What follows belongs to an exercise in optimizing a design on an open flow for small area, a short achievable clock period and few clock cycles per item; a production flow would make more cautious choices. At most, simulation tests tie the RTL to the original design; equivalence was not proved. Power figures rest on the tool's default switching activity, not on a simulated workload.

==> flow/design.v <==
package ukf_pkg;
    localparam int DEPTH_DEF      = 16;
    localparam int KEY_WIDTH_DEF  = 32;
    localparam int DATA_WIDTH_DEF = 32;
    localparam int STATUS_W = 3;
    localparam logic [STATUS_W-1:0] ST_ENQUEUED  = 3'd0;
    localparam logic [STATUS_W-1:0] ST_DUPLICATE = 3'd1;
    localparam logic [STATUS_W-1:0] ST_FULL      = 3'd2;
    localparam logic [STATUS_W-1:0] ST_DEQUEUED  = 3'd3;
    localparam logic [STATUS_W-1:0] ST_EMPTY     = 3'd4;
    localparam logic REQ_ENQUEUE = 1'b0;
    localparam logic REQ_DEQUEUE = 1'b1;
    typedef struct packed {
        logic load;      
        logic scan;      
        logic read;      
        logic commit;    
    } ukf_cmd_t;
    typedef struct packed {
        logic empty;
        logic scan_hit;
        logic scan_last;
        logic out_free;
    } ukf_stat_t;
endpackage
import ukf_pkg::*;
module ukf_dpath
#(
    parameter int DEPTH      = ukf_pkg::DEPTH_DEF,
    parameter int KEY_WIDTH  = ukf_pkg::KEY_WIDTH_DEF,
    parameter int DATA_WIDTH = ukf_pkg::DATA_WIDTH_DEF,
    localparam int OCC_W     = $clog2(DEPTH + 1),
    localparam int IN_W      = ((KEY_WIDTH + DATA_WIDTH + 7) / 8) * 8,
    localparam int OUT_W     = ((OCC_W + KEY_WIDTH + DATA_WIDTH + 7) / 8) * 8
)
(
    input  logic                clk,
    input  logic                rst_n,
    input  logic                s_tvalid,
    output logic                s_tready,
    input  logic [IN_W-1:0]     s_tdata,
    input  logic                s_tuser,
    output logic                m_tvalid,
    input  logic                m_tready,
    output logic [OUT_W-1:0]    m_tdata,
    output logic [ukf_pkg::STATUS_W-1:0] m_tuser
);
    localparam int PTR_W = $clog2(DEPTH);
    localparam int ENT_W = KEY_WIDTH + DATA_WIDTH;
    logic                  in_valid;
    logic                  in_req;
    logic [KEY_WIDTH-1:0]  in_key;
    logic [DATA_WIDTH-1:0] in_data;
    logic [DEPTH-1:0]      valid;
    logic [DEPTH-1:0]      head_oh;         
    logic [PTR_W-1:0]      tail;
    logic [OCC_W-1:0]      count;
    logic [KEY_WIDTH-1:0]  key_mem  [DEPTH];
    logic [DATA_WIDTH-1:0] data_mem [DEPTH];
    logic                  skid_valid;      
    logic [STATUS_W-1:0]   skid_status;
    logic [OCC_W-1:0]      skid_occ;
    logic                  out_valid;
    logic [STATUS_W-1:0]   out_status;
    logic [OCC_W-1:0]      out_occ;
    logic [ENT_W-1:0]      out_ent;
    logic                  full;
    logic                  empty;
    logic                  fire;
    logic                  wr_en;
    logic [DEPTH-1:0]      match_reg;
    logic [DEPTH-1:0]      match_in;
    logic [KEY_WIDTH-1:0]  s_key;
    logic                  dup;
    logic                  enq_ok;
    logic                  deq_ok;
    logic [STATUS_W-1:0]   p_status;
    logic [OCC_W-1:0]      p_occ;
    logic [OCC_W-1:0]      occ_enq;
    logic [OCC_W-1:0]      occ_deq;
    logic [STATUS_W-1:0]   st_enq;
    logic [STATUS_W-1:0]   st_deq;
    logic                  busy_reg;
    logic                  out_load;
    logic [DEPTH-1:0]      rd_sel;
    logic                  rd_take;
    logic [ENT_W-1:0]      rd_raw;
    logic [ENT_W-1:0]      rd_ent;
    assign full     = (count == OCC_W'(DEPTH));
    assign empty    = (count == '0);
    assign s_tready = !busy_reg;
    assign fire     = in_valid && !skid_valid;
    assign wr_en    = in_valid && (in_req == REQ_ENQUEUE) && !skid_valid && !full;
    assign s_key = s_tdata[KEY_WIDTH-1:0];
    always_comb
    begin
        for (int i = 0; i < DEPTH; i++)
        begin
            if (wr_en && (tail == PTR_W'(i)))
            begin
                match_in[i] = (in_key == s_key);
            end
            else
            begin
                match_in[i] = (key_mem[i] == s_key);
            end
        end
    end
    assign dup    = |(match_reg & valid);
    assign enq_ok = fire && (in_req == REQ_ENQUEUE) && !dup && !full;
    assign deq_ok = fire && (in_req == REQ_DEQUEUE) && !empty;
    assign occ_enq = full  ? count : count + OCC_W'(1);
    assign occ_deq = empty ? count : count - OCC_W'(1);
    assign st_enq  = full  ? ST_FULL : ST_ENQUEUED;
    assign st_deq  = empty ? ST_EMPTY : ST_DEQUEUED;
    always_comb
    begin
        if (in_req == REQ_DEQUEUE)
        begin
            p_status = st_deq;
            p_occ    = fire ? occ_deq : count;
        end
        else
        begin
            p_status = dup ? ST_DUPLICATE : st_enq;
            p_occ    = (fire && !dup) ? occ_enq : count;
        end
    end
    assign out_load = !out_valid || m_tready;
    assign rd_take = skid_valid ? (skid_status == ST_DEQUEUED) : deq_ok;
    always_comb
    begin
        for (int i = 0; i < DEPTH; i++)
        begin
            rd_sel[i] = skid_valid ? head_oh[(i + 1) % DEPTH] : head_oh[i];
        end
        rd_raw = '0;
        for (int i = 0; i < DEPTH; i++)
        begin
            rd_raw = rd_raw | ({ENT_W{rd_sel[i]}} & {data_mem[i], key_mem[i]});
        end
    end
    assign rd_ent = rd_take ? rd_raw : '0;
    always_ff @(posedge clk)
    begin
        if (!skid_valid)
        begin
            in_req  <= s_tuser;
            in_key  <= s_key;
            match_reg <= match_in;
            in_data <= s_tdata[KEY_WIDTH +: DATA_WIDTH];
        end
        if (wr_en)
        begin
            key_mem[tail]  <= in_key;
            data_mem[tail] <= in_data;
        end
        if (fire && !out_load)
        begin
            skid_status <= p_status;
            skid_occ    <= p_occ;
        end
        if (out_load)
        begin
            out_status <= skid_valid ? skid_status : p_status;
            out_occ    <= skid_valid ? skid_occ : p_occ;
            out_ent    <= rd_ent;
        end
    end
    always_ff @(posedge clk or negedge rst_n)
    begin
        if (!rst_n)
        begin
            in_valid   <= 1'b0;
            valid      <= '0;
            head_oh    <= DEPTH'(1);
            tail       <= '0;
            count      <= '0;
            skid_valid <= 1'b0;
            busy_reg   <= 1'b0;
            out_valid  <= 1'b0;
        end
        else
        begin
            if (!skid_valid)
            begin
                in_valid <= s_tvalid;
            end
            if (enq_ok)
            begin
                valid[tail] <= 1'b1;
                tail        <= tail + PTR_W'(1);
            end
            if (deq_ok)
            begin
                valid   <= valid & ~head_oh;
                head_oh <= {head_oh[DEPTH-2:0], head_oh[DEPTH-1]};
            end
            count <= p_occ;
            busy_reg <= !m_tready && (busy_reg || (in_valid && out_valid));
            if (out_load)
            begin
                out_valid  <= skid_valid || fire;
                skid_valid <= 1'b0;
            end
            else if (fire)
            begin
                skid_valid <= 1'b1;
            end
        end
    end
    assign m_tvalid = out_valid;
    assign m_tuser  = out_status;
    assign m_tdata  = OUT_W'({out_ent, out_occ});
endmodule
import ukf_pkg::*;
module unique_key_fifo_unit
#(
    parameter int DEPTH      = ukf_pkg::DEPTH_DEF,
    parameter int KEY_WIDTH  = ukf_pkg::KEY_WIDTH_DEF,
    parameter int DATA_WIDTH = ukf_pkg::DATA_WIDTH_DEF,
    localparam int OCC_W     = $clog2(DEPTH + 1),
    localparam int IN_W      = ((KEY_WIDTH + DATA_WIDTH + 7) / 8) * 8,
    localparam int OUT_W     = ((OCC_W + KEY_WIDTH + DATA_WIDTH + 7) / 8) * 8
)
(
    input  logic                clk,
    input  logic                rst_n,
    input  logic                s_tvalid,
    output logic                s_tready,
    input  logic [IN_W-1:0]     s_tdata,
    input  logic                s_tuser,
    output logic                m_tvalid,
    input  logic                m_tready,
    output logic [OUT_W-1:0]    m_tdata,
    output logic [ukf_pkg::STATUS_W-1:0] m_tuser
);
    ukf_dpath #(
        .DEPTH      (DEPTH),
        .KEY_WIDTH  (KEY_WIDTH),
        .DATA_WIDTH (DATA_WIDTH)
    ) u_dpath (
        .clk      (clk),
        .rst_n    (rst_n),
        .s_tvalid (s_tvalid),
        .s_tready (s_tready),
        .s_tdata  (s_tdata),
        .s_tuser  (s_tuser),
        .m_tvalid (m_tvalid),
        .m_tready (m_tready),
        .m_tdata  (m_tdata),
        .m_tuser  (m_tuser)
    );
endmodule
clock: 6.0 ns
lec_check: 0
cap_margin: 20
core_margin: 2
core_utilization: 60
cts_cluster_diameter: 60
cts_cluster_size: 30
setup_slack_margin: 3.3
slew_margin: 20
run.sh (not shown) runs the stock make flow with config.mk's settings and CLKGATE_MAP_FILE= SYNTH_SCRIPT=/design/flow/synth_recipe.tcl, a recipe that flattens the netlist after the stock synthesis.
Rerun with:
- CORE_UTILIZATION: 60 -> 40
- CTS_CLUSTER_DIAMETER: 60 -> not set
- CTS_CLUSTER_SIZE: 30 -> not set
After rerunning: The changed run finished with timing, DRC and antenna clean; die area increases by 49%; combinational power decreases by about 3%; first-iteration DRC count decreases by 11%; core utilization decreases by 25 points; wire length increases by about 5%; area after synthesis does not change; clock skew decreases by 0.039 ns; setup slack got worse by 0.034 ns; final area increases by 0.38%.
No run of this note included a check of the RTL's function; only the layout flow was run.

---

## violet
Another version of the RTL of unique_key_fifo_unit (not shown whole).
For scale: about 1200 flip-flops, ~150 I/O pins, roughly 52000 µm² of cells after synthesis.
==> flow/config.mk <==
export PLATFORM = sky130hd
export DESIGN_NAME = unique_key_fifo_unit
export DESIGN_NICKNAME = unique_key_fifo_unit
export VERILOG_FILES = /design/flow/design.v
export SDC_FILE = /design/flow/constraint.sdc
export NUM_CORES = 4
export LEC_CHECK = 0
export CAP_MARGIN = 20
export CORE_MARGIN = 2
export CORE_UTILIZATION = 40
export SLEW_MARGIN = 20
==> flow/constraint.sdc <==
create_clock -name core_clock -period 6.0 [get_ports {clk}]
set_input_delay 1.2000 -clock core_clock [delete_from_list [all_inputs] [get_ports {clk}]]
set_output_delay 1.2000 -clock core_clock [all_outputs]
set_load 0.01 [all_outputs]
violet completed; timing, DRC and antenna clean
Testbench counts of violet, summed over its fixed seeds: cycles 19,216, items 19,200.
Edits applied to the flow inputs when going from violet to xenon:
- putting ABC_CLOCK_PERIOD_IN_PS at 2500 where nothing was set
- putting SETUP_SLACK_MARGIN at 3.5 where nothing was set
==> comparison <==
Looking at average wire length per cell after detail routing across violet and xenon, the one that comes out lower is violet.
Post-CTS setup-driven buffer insertion count (higher): xenon
xenon ended up with a higher worst hold slack than violet did.
[xenon] combinational logic power rose 79% relative to violet
Reported for violet and xenon, count of sequential standard cells turned out identical to the last digit.

[re-timing with driven ports]
How much do the figures lean on ideal ports? The routed layouts below were timed once more, with nothing changed but the port constraints.
Step 1: set_driving_cell puts a clkbuf_16 on clk and a buf_2 on each other input, an assumption about the parent block.
Step 2 times the ports against the registers' clock, not the clock port: input delays grow and output delays shrink by t, the midpoint of the rising clock arrivals with the driver on.
a / b / c = ideal ports / drivers / drivers and shift; a / b = the first two.
run | t (ns) | setup WS [ns] | worst slew at a driven data input, ns
the first run of note 1 | 0.748 | 3.199 / 3.199 / 2.507 | 0.08
the second run of note 1 | 0.861 | 3.165 / 3.165 / 2.337 | 0.13
violet | 0.834 | 1.363 / 1.363 / 1.363 | 0.08
xenon | 0.850 | 2.579 / 2.579 / 2.579 | 0.07
After both steps setup and hold are still met in every run listed. The setup slack of the second run of note 1, which loses most, moves by 0.000 ns with the drivers and by -0.828 ns with both steps.
